What follows belongs to an exercise in optimizing a design on an open flow for small area and a short achievable clock period; a production flow would make more cautious choices. Where RTL was checked, it was by simulation tests only, not by an equivalence proof against the original. No activity file was given, so power comes from the tool's default toggle rates.

## dma_iface_top
module dma_iface_top (
   input  logic        pcie_clk,
   input  logic        rst_n,
   input  logic [1:0]  host_wr_if_sel,
   input  logic [3:0]  host_wr_mem_sel,
   input  logic [9:0]  host_wr_hi_addr,
   input  logic [31:0] host_wr_hi_data,
   input  logic [3:0]  host_wr_hi_mask,
   input  logic        host_wr_hi_en,
   input  logic [9:0]  host_wr_lo_addr,
   input  logic [31:0] host_wr_lo_data,
   input  logic [3:0]  host_wr_lo_mask,
   input  logic        host_wr_lo_en,
   input  logic [1:0]  host_rd_if_sel,
   input  logic [3:0]  host_rd_mem_sel,
   input  logic [9:0]  host_rd_addr_hi,
   input  logic        host_rd_en_hi,
   input  logic [9:0]  host_rd_addr_lo,
   input  logic        host_rd_en_lo,
   output logic [31:0] host_rd_data_hi,
   output logic [31:0] host_rd_data_lo,
   input  logic [2:0]  max_payload_size,
   input  logic [2:0]  max_read_req_size,
   output logic        iface_rdy,
  ...
==> flow/config.mk <==
export PLATFORM = sky130hd
export DESIGN_NAME = dma_iface_top
export DESIGN_NICKNAME = dma_iface_top
export VERILOG_FILES = /design/flow/design.v
export SDC_FILE = /design/flow/constraint.sdc
export NUM_CORES = 4
export LEC_CHECK = 0
export CAP_MARGIN = 20
export CORE_MARGIN = 2
export CORE_UTILIZATION = 60
export CTS_CLUSTER_DIAMETER = 60
export CTS_CLUSTER_SIZE = 24
export PLACE_DENSITY = 0.72
export SETUP_SLACK_MARGIN = 1.9
export SLEW_MARGIN = 20
export SYNTH_HIERARCHICAL = 1
==> flow/constraint.sdc <==
create_clock -name core_clock -period 4.0 [get_ports {pcie_clk}]
set_input_delay 0.8000 -clock core_clock [delete_from_list [all_inputs] [get_ports {pcie_clk}]]
set_output_delay 0.8000 -clock core_clock [all_outputs]
set_load 0.01 [all_outputs]
standard.sh (not shown) runs the stock make flow with config.mk's settings and CLKGATE_MAP_FILE= SYNTH_SCRIPT=/design/flow/synth_recipe.tcl, a recipe that flattens the netlist after the stock synthesis.
==> flow/flow/run.sh <==
#!/bin/bash
# standard synthesis, then the standard layout with plain buffers on the ports
# and a clock tree without dummy balancing loads
set -euo pipefail
bash standard.sh synth > synth.log 2>&1
bash standard.sh "BUFFER_PORTS_ARGS=-buffer_cell sky130_fd_sc_hd__buf_2" \
   "CTS_ARGS=-sink_clustering_enable -repair_clock_nets -sink_clustering_size 24 -sink_clustering_max_diameter 60 -dont_use_dummy_load" \
   "REMOVE_ABC_BUFFERS=1" finish > layout.log 2>&1
==> next run, changes <==
--- a/flow/config.mk
+++ b/flow/config.mk
@@ -9,6 +9,6 @@
 export CORE_MARGIN = 2
-export CORE_UTILIZATION = 60
+export CORE_UTILIZATION = 66
 export CTS_CLUSTER_DIAMETER = 60
 export CTS_CLUSTER_SIZE = 24
-export PLACE_DENSITY = 0.72
+export PLACE_DENSITY = 0.78
 export SETUP_SLACK_MARGIN = 1.9
Outcome:
- sequential power hardly moves
- setup slack loses 0.083 ns
- die area goes down by a little under a tenth
- utilization goes up by 7.2 points
- total power goes down slightly
- wire length goes down by a few percent
==> next run, changes <==
--- a/flow/config.mk
+++ b/flow/config.mk
@@ -9,6 +9,6 @@
 export CORE_MARGIN = 2
-export CORE_UTILIZATION = 66
+export CORE_UTILIZATION = 50
 export CTS_CLUSTER_DIAMETER = 60
 export CTS_CLUSTER_SIZE = 24
-export PLACE_DENSITY = 0.78
+export PLACE_DENSITY = 0.65
 export SETUP_SLACK_MARGIN = 1.9
Result:
- The new run passed the timing, design-rule and antenna checks
- wire length rises by 4.8%
- total power rises by about 2.7%
- critical path depth falls by 1
- first-iteration DRC count falls by 3.4%
- final cell count rises by about 7%
- design area rises by 0.52%
- sequential power stays flat
- fmax rises by about 1.3%
- area after synthesis does not change
- clock skew rises by 0.031 ns
==> next run, changes <==
--- a/flow/config.mk
+++ b/flow/config.mk
@@ -9,7 +9,7 @@
 export CORE_MARGIN = 2
-export CORE_UTILIZATION = 50
+export CORE_UTILIZATION = 60
 export CTS_CLUSTER_DIAMETER = 60
 export CTS_CLUSTER_SIZE = 24
-export PLACE_DENSITY = 0.65
-export SETUP_SLACK_MARGIN = 1.9
+export PLACE_DENSITY = 0.72
+export SETUP_SLACK_MARGIN = 2.0
 export SLEW_MARGIN = 20
The new run finished clean.
Power came out lower by about 0.7%.
Register-to-register slack hardly moves.
Critical path depth went down by 2.
Cell count went down by 4.0%.
Non-clock buffer count went up by 24.
Setup slack gains 0.11 ns.

## P
Another version of the RTL of dma_iface_top (not shown whole).
For scale: roughly 3,400 cells after synthesis, about 1,300 flip-flops, roughly 420 I/O pins, about 50,000 sq um of cells after synthesis.
==> flow/design.v (excerpt) <==
module dma_iface_top (
   input  logic        pcie_clk,
   input  logic        rst_n,
   input  logic [1:0]  host_wr_if_sel,
   input  logic [3:0]  host_wr_mem_sel,
   input  logic [9:0]  host_wr_hi_addr,
   input  logic [31:0] host_wr_hi_data,
   input  logic [3:0]  host_wr_hi_mask,
   input  logic        host_wr_hi_en,
   input  logic [9:0]  host_wr_lo_addr,
   input  logic [31:0] host_wr_lo_data,
   input  logic [3:0]  host_wr_lo_mask,
   input  logic        host_wr_lo_en,
   input  logic [1:0]  host_rd_if_sel,
   input  logic [3:0]  host_rd_mem_sel,
   input  logic [9:0]  host_rd_addr_hi,
   input  logic        host_rd_en_hi,
   input  logic [9:0]  host_rd_addr_lo,
   input  logic        host_rd_en_lo,
   output logic [31:0] host_rd_data_hi,
   output logic [31:0] host_rd_data_lo,
   input  logic [2:0]  max_payload_size,
   input  logic [2:0]  max_read_req_size,
   output logic        iface_rdy,
   output logic [63:0] tx_dsc_mask,
   output logic [63:0] rx_dsc_mask,
   output logic [15:0] rx_byte_wait,
   input  logic [3:0]  dsc_rd_addr,
   input  logic        dsc_rd_en,
   output logic [63:0] dsc_rd_data,
   output logic        dsc_rd_valid,
   input  logic [3:0]  dsc_clr_addr,
   input  logic        dsc_clr_en
);
Settings: LEC_CHECK=0, CAP_MARGIN=20, CORE_MARGIN=2, CORE_UTILIZATION=40, SETUP_SLACK_MARGIN=1.9, SLEW_MARGIN=20; clock period 4.0 ns.
==> flow/flow/run.sh <==
#!/bin/bash
# standard synthesis, then the standard layout with plain buffers on the ports
set -euo pipefail
bash standard.sh synth > synth.log 2>&1
bash standard.sh "BUFFER_PORTS_ARGS=-buffer_cell sky130_fd_sc_hd__buf_1" finish > layout.log 2>&1
P: done, clean on timing, DRC and antenna
Input-level comparison between Q and P:
==> flow/run.sh (new file) <==
#!/bin/bash
# synth_recipe.tcl (not shown) runs the flow's synth.tcl, then flattens the netlist and writes it again
# the make line also repeats each setting of config.mk as NAME=value (left out here)
make -C /OpenROAD-flow-scripts/flow DESIGN_CONFIG=/design/flow/config.mk WORK_HOME=/design/flow/orfs CLKGATE_MAP_FILE= SYNTH_SCRIPT=/design/flow/synth_recipe.tcl finish
-- flow/config.mk --
<<< P, line 10
export CORE_UTILIZATION = 40
export SETUP_SLACK_MARGIN = 1.9
export SLEW_MARGIN = 20
>>> Q, line 10
export CORE_UTILIZATION = 40
export SLEW_MARGIN = 20
removed: flow/flow/run.sh
removed: flow/standard.sh
Results
Number of enable flip-flop cells after synthesis: Q vs P identical. The higher instance area at placement came out of Q. Between P and Q, global-route wire length before repair increased.
--- input diff Q..R ---
==> flow/flow/run.sh (new file) <==
#!/bin/bash
# standard synthesis, then the standard layout with plain buffers on the ports
set -euo pipefail
bash standard.sh synth > synth.log 2>&1
bash standard.sh "BUFFER_PORTS_ARGS=-buffer_cell sky130_fd_sc_hd__buf_2" finish > layout.log 2>&1
==> flow/standard.sh (new file) <==
#!/bin/bash
# synth_recipe.tcl (not shown) runs the flow's synth.tcl, then flattens the netlist and writes it again
# the make line also repeats each setting of config.mk as NAME=value (left out here)
make -C /OpenROAD-flow-scripts/flow DESIGN_CONFIG=/design/flow/config.mk WORK_HOME=/design/flow/orfs CLKGATE_MAP_FILE= SYNTH_SCRIPT=/design/flow/synth_recipe.tcl "${@:-finish}"
-- flow/config.mk --
<<< Q, line 10
export CORE_UTILIZATION = 40
export SLEW_MARGIN = 20
>>> R, line 10
export CORE_UTILIZATION = 40
export SETUP_SLACK_MARGIN = 1.9
export SLEW_MARGIN = 20
removed: flow/run.sh
Results
Placer congestion estimate sits lower in R than in Q. Antenna cell count in R is 10 below Q. NOTE: post-synthesis to final-layout area growth in R falls short of that of Q. In the reports for Q and R, the smaller count of fill cells added during filler insertion belongs to Q.

Another version of the RTL of dma_iface_top (not shown whole).
Size: roughly 3100 cells after synthesis, roughly 420 I/O pins.
export LEC_CHECK = 0
export CAP_MARGIN = 20
export CORE_MARGIN = 2
export CORE_UTILIZATION = 55
export PLACE_DENSITY = 0.7
export SETUP_SLACK_MARGIN = 2.2
export SLEW_MARGIN = 20
create_clock -name core_clock -period 4.0 [get_ports {pcie_clk}]
==> flow/flow/run.sh <==
#!/bin/bash
# standard synthesis, then the standard layout with plain buffers on the ports
set -euo pipefail
bash standard.sh synth > synth.log 2>&1
bash standard.sh "BUFFER_PORTS_ARGS=-buffer_cell sky130_fd_sc_hd__buf_2" finish > layout.log 2>&1
The starting point completed without violations.
Next try:
Settings changed: CORE_UTILIZATION 55 to 40, PLACE_DENSITY 0.7 to not set, SETUP_SLACK_MARGIN 2.2 to 1.9.
Outcome: The new run produced a clean layout. Count of clock-buffer cells in the layout went up by 17. Worst setup slack is better by 0.20 ns. Die area went up by 37%. Cell count went up by 4.3%. Register-to-register slack is better by 0.20 ns. Synthesized area is unchanged. Core utilization went down by 24 points. Wire length went down by 9.3%. Clock power is about the same.
Function was not checked in any run of this note: the RTL went through the layout flow alone.

Another version of the RTL of dma_iface_top (not shown whole).
Size in the first run: ~3400 cells after synthesis, about 1300 flip-flops, ~420 I/O pins, about 49000 um^2 of cells after synthesis.
==> flow/design.v (excerpt) <==
module dma_iface_top (
   input  logic        pcie_clk,
   input  logic        rst_n,
   input  logic [1:0]  host_wr_if_sel,
   input  logic [3:0]  host_wr_mem_sel,
   input  logic [9:0]  host_wr_hi_addr,
   input  logic [31:0] host_wr_hi_data,
   input  logic [3:0]  host_wr_hi_mask,
   input  logic        host_wr_hi_en,
   input  logic [9:0]  host_wr_lo_addr,
   input  logic [31:0] host_wr_lo_data,
   input  logic [3:0]  host_wr_lo_mask,
   input  logic        host_wr_lo_en,
   input  logic [1:0]  host_rd_if_sel,
   input  logic [3:0]  host_rd_mem_sel,
   input  logic [9:0]  host_rd_addr_hi,
   input  logic        host_rd_en_hi,
   input  logic [9:0]  host_rd_addr_lo,
   input  logic        host_rd_en_lo,
   output logic [31:0] host_rd_data_hi,
   output logic [31:0] host_rd_data_lo,
   input  logic [2:0]  max_payload_size,
   input  logic [2:0]  max_read_req_size,
   output logic        iface_rdy,
   output logic [63:0] tx_dsc_mask,
   output logic [63:0] rx_dsc_mask,
   output logic [15:0] rx_byte_wait,
   input  logic [3:0]  dsc_rd_addr,
   input  logic        dsc_rd_en,
   output logic [63:0] dsc_rd_data,
   output logic        dsc_rd_valid,
   input  logic [3:0]  dsc_clr_addr,
   input  logic        dsc_clr_en
);
   localparam logic [31:0] NO_DATA = 32'hdeadbeef;
   logic [3:0] rst_cnt;
   logic       soft_reset;
   logic       restart;
   logic       rdy_o, rdy_w, rdy_c;
   assign restart = !rst_n || soft_reset;
   always_ff @(posedge pcie_clk) begin
      if (restart) begin
         rst_cnt <= 4'd0;
      end else if (!rdy_c) begin
         rst_cnt <= rst_cnt + 4'd1;
      end
   end
   always_ff @(posedge pcie_clk) begin
      rdy_o <= !restart && (rdy_o || rst_cnt == 4'hf);
      rdy_w <= !restart && (rdy_w || rst_cnt == 4'hf);
      rdy_c <= !restart && (rdy_c || rst_cnt == 4'hf);
  ...
Settings: LEC_CHECK=0, CAP_MARGIN=20, CORE_MARGIN=2, CORE_UTILIZATION=40, SETUP_SLACK_MARGIN=1.9, SLEW_MARGIN=20, SYNTH_HIERARCHICAL=1; clock period 4.0 ns.
Scripts as last shown in full above: flow/flow/run.sh
==> next run, changes <==
CTS_CLUSTER_DIAMETER = 60   (was default)
CTS_CLUSTER_SIZE = 24   (was default)
The changed run completed without violations.
Final area went down by a few percent.
Combinational power barely changes.
Synthesized area stays the same.
Flip-flop and latch count does not change.
Die area does not change.
Via count is lower slightly.
Power goes down by roughly a tenth.
Critical path depth went down by 2.
Synthesized cell count stays the same.
First-iteration DRC count is lower by roughly a tenth.
==> next run, changes <==
SETUP_SLACK_MARGIN = 2.1   (was 1.9)
Result:
- The changed run finished clean
- critical path depth is lower by 3
- flip-flop and latch count does not change
- area after synthesis stays the same
No functional check of the RTL was part of any run of this note.

## run A
dma_iface_top, a different RTL version from the one above (not shown whole).
Size in the first run: ~1300 flip-flops, ~420 I/O pins, ~0.048 mm² of cells after synthesis.
clock: 4.0 ns
lec_check: 0
cap_margin: 20
core_margin: 2
core_utilization: 50
cts_cluster_diameter: 60
cts_cluster_size: 24
place_density: 0.65
setup_slack_margin: 1.9
slew_margin: 50
synth_hierarchical: 1
==> flow/flow/run.sh <==
#!/bin/bash
# standard synthesis, then the standard layout with plain buffers on the ports
# and a clock tree without dummy balancing loads
set -euo pipefail
bash standard.sh synth > synth.log 2>&1
bash standard.sh "BUFFER_PORTS_ARGS=-buffer_cell sky130_fd_sc_hd__buf_2" \
   "CTS_ARGS=-sink_clustering_enable -repair_clock_nets -sink_clustering_size 24 -sink_clustering_max_diameter 60 -dont_use_dummy_load" \
   finish > layout.log 2>&1
> inputs changed (run A -> run B)
==> flow/flow/run.sh <==
#!/bin/bash
# standard synthesis, then the standard layout with plain buffers on the ports
# and a clock tree without dummy balancing loads
set -euo pipefail
bash standard.sh synth > synth.log 2>&1
bash standard.sh "BUFFER_PORTS_ARGS=-buffer_cell sky130_fd_sc_hd__buf_2" \
   "CTS_ARGS=-sink_clustering_enable -repair_clock_nets -sink_clustering_size 24 -sink_clustering_max_diameter 60 -dont_use_dummy_load" \
   "REMOVE_ABC_BUFFERS=1" finish > layout.log 2>&1
### Flow results
- Between run B and run A, it is run B whose buffer and inverter count on the worst path is higher, by 2.
- Run B vs. run A: final cell area excluding filler cells fell 2.8%, global routing usage on met1 lost 3.3 points.
What run C does differently from run B at the input level:
==> flow/flow/run.sh <==
#!/bin/bash
# standard synthesis, then the standard layout with plain buffers on the ports
set -euo pipefail
bash standard.sh synth > synth.log 2>&1
bash standard.sh "BUFFER_PORTS_ARGS=-buffer_cell sky130_fd_sc_hd__buf_2" finish > layout.log 2>&1
==> run notes <==
- Global-route usage sits lower in run C than in run B.
- Lower proportion of power drawn by the clock network was reported by run B, not run C.
- Top routing layer in use: met5 -> run C, met4 -> run B
- Of run C and run B, it is run C that has the higher final critical-path setup slack.
Function was not checked in any run of this note: the RTL went through the layout flow alone.

Another version of the RTL of dma_iface_top (not shown whole).
Size in the first run: roughly 420 I/O pins.
Settings: LEC_CHECK=0, CAP_MARGIN=20, CORE_MARGIN=2, CORE_UTILIZATION=50, CTS_CLUSTER_DIAMETER=60, CTS_CLUSTER_SIZE=24, PLACE_DENSITY=0.65, SETUP_SLACK_MARGIN=2.0, SLEW_MARGIN=20, SYNTH_HIERARCHICAL=1; clock period 4.0 ns.
==> flow/flow/run.sh <==
#!/bin/bash
# standard synthesis, then the standard layout with plain buffers on the ports
# and a clock tree without dummy balancing loads
set -euo pipefail
bash standard.sh synth > synth.log 2>&1
bash standard.sh "BUFFER_PORTS_ARGS=-buffer_cell sky130_fd_sc_hd__buf_2" \
   "CTS_ARGS=-sink_clustering_enable -repair_clock_nets -sink_clustering_size 24 -sink_clustering_max_diameter 60 -dont_use_dummy_load" \
   "REMOVE_ABC_BUFFERS=1" finish > layout.log 2>&1
Rerun with:
--- a/flow/config.mk
+++ b/flow/config.mk
@@ -13,4 +13,4 @@
 export PLACE_DENSITY = 0.65
-export SETUP_SLACK_MARGIN = 2.0
-export SLEW_MARGIN = 20
+export SETUP_SLACK_MARGIN = 1.9
+export SLEW_MARGIN = 50
 export SYNTH_HIERARCHICAL = 1
The new run finished clean.
Via count falls slightly.
Core utilization goes down by 2.1 points.
Worst setup slack gets worse by 0.043 ns.
Routed wire length fell by a few percent.
Total power is lower slightly.
Final area decreases by a few percent.
Critical path depth fell by 1.
Worst hold slack is better by 0.0069 ns.
Die area stays the same.
Cell count is lower slightly.

==> static timing again, ports no longer ideal <==
Ports are ideal in the flow. The routed layouts listed here were re-timed in OpenROAD.
Step 1 (the two cells are an assumption about what drives the block):
set clk [get_ports {pcie_clk}]
set_driving_cell -lib_cell sky130_fd_sc_hd__clkbuf_16 $clk
set_driving_cell -lib_cell sky130_fd_sc_hd__buf_2 [delete_from_list [all_inputs] $clk]
Step 2 times the ports against the registers' clock, not the clock port: input delays grow and output delays shrink by t, the midpoint of the rising clock arrivals with the driver on.
Slacks: ideal / step 1 / step 2; pairs: ideal / step 1.
run	shift t [ns]	slack for setup (ns)	worst register clock-pin slew, ns
the first run of note 1	0.704	1.860 / 1.824 / 1.200	0.09 / 0.09
the second run of note 1	0.695	1.777 / 1.809 / 1.129	0.09 / 0.09
the third run of note 1	0.720	1.805 / 1.828 / 1.108	0.09 / 0.09
the fourth run of note 1	0.706	1.917 / 1.925 / 1.245	0.09 / 0.09
P	0.818	1.667 / 1.587 / 1.103	0.07 / 0.07
Q	0.816	0.749 / 0.671 / 0.163	0.06 / 0.06
R	0.814	1.721 / 1.645 / 1.137	0.06 / 0.06
the first run of note 3	0.802	1.590 / 1.590 / 0.862	0.08 / 0.08
the second run of note 3	0.826	1.791 / 1.742 / 1.075	0.07 / 0.07
the first run of note 4	0.782	1.918 / 1.857 / 1.076	0.07 / 0.07
the second run of note 4	0.728	1.889 / 1.803 / 1.075	0.10 / 0.10
the third run of note 4	0.764	1.968 / 1.838 / 1.073	0.10 / 0.10
run A	0.699	1.796 / 1.820 / 1.121	0.10 / 0.10
run B	0.719	1.820 / 1.812 / 1.094	0.09 / 0.09
run C	0.723	1.828 / 1.836 / 1.113	0.10 / 0.10
the first run of note 6	0.734	1.913 / 1.939 / 1.220	0.10 / 0.10
the second run of note 6	0.729	1.870 / 1.832 / 1.182	0.09 / 0.09
After both steps every run listed still meets setup and hold. The setup slack of the third run of note 4, which loses most, moves by -0.130 ns with the drivers and by -0.895 ns with both steps.
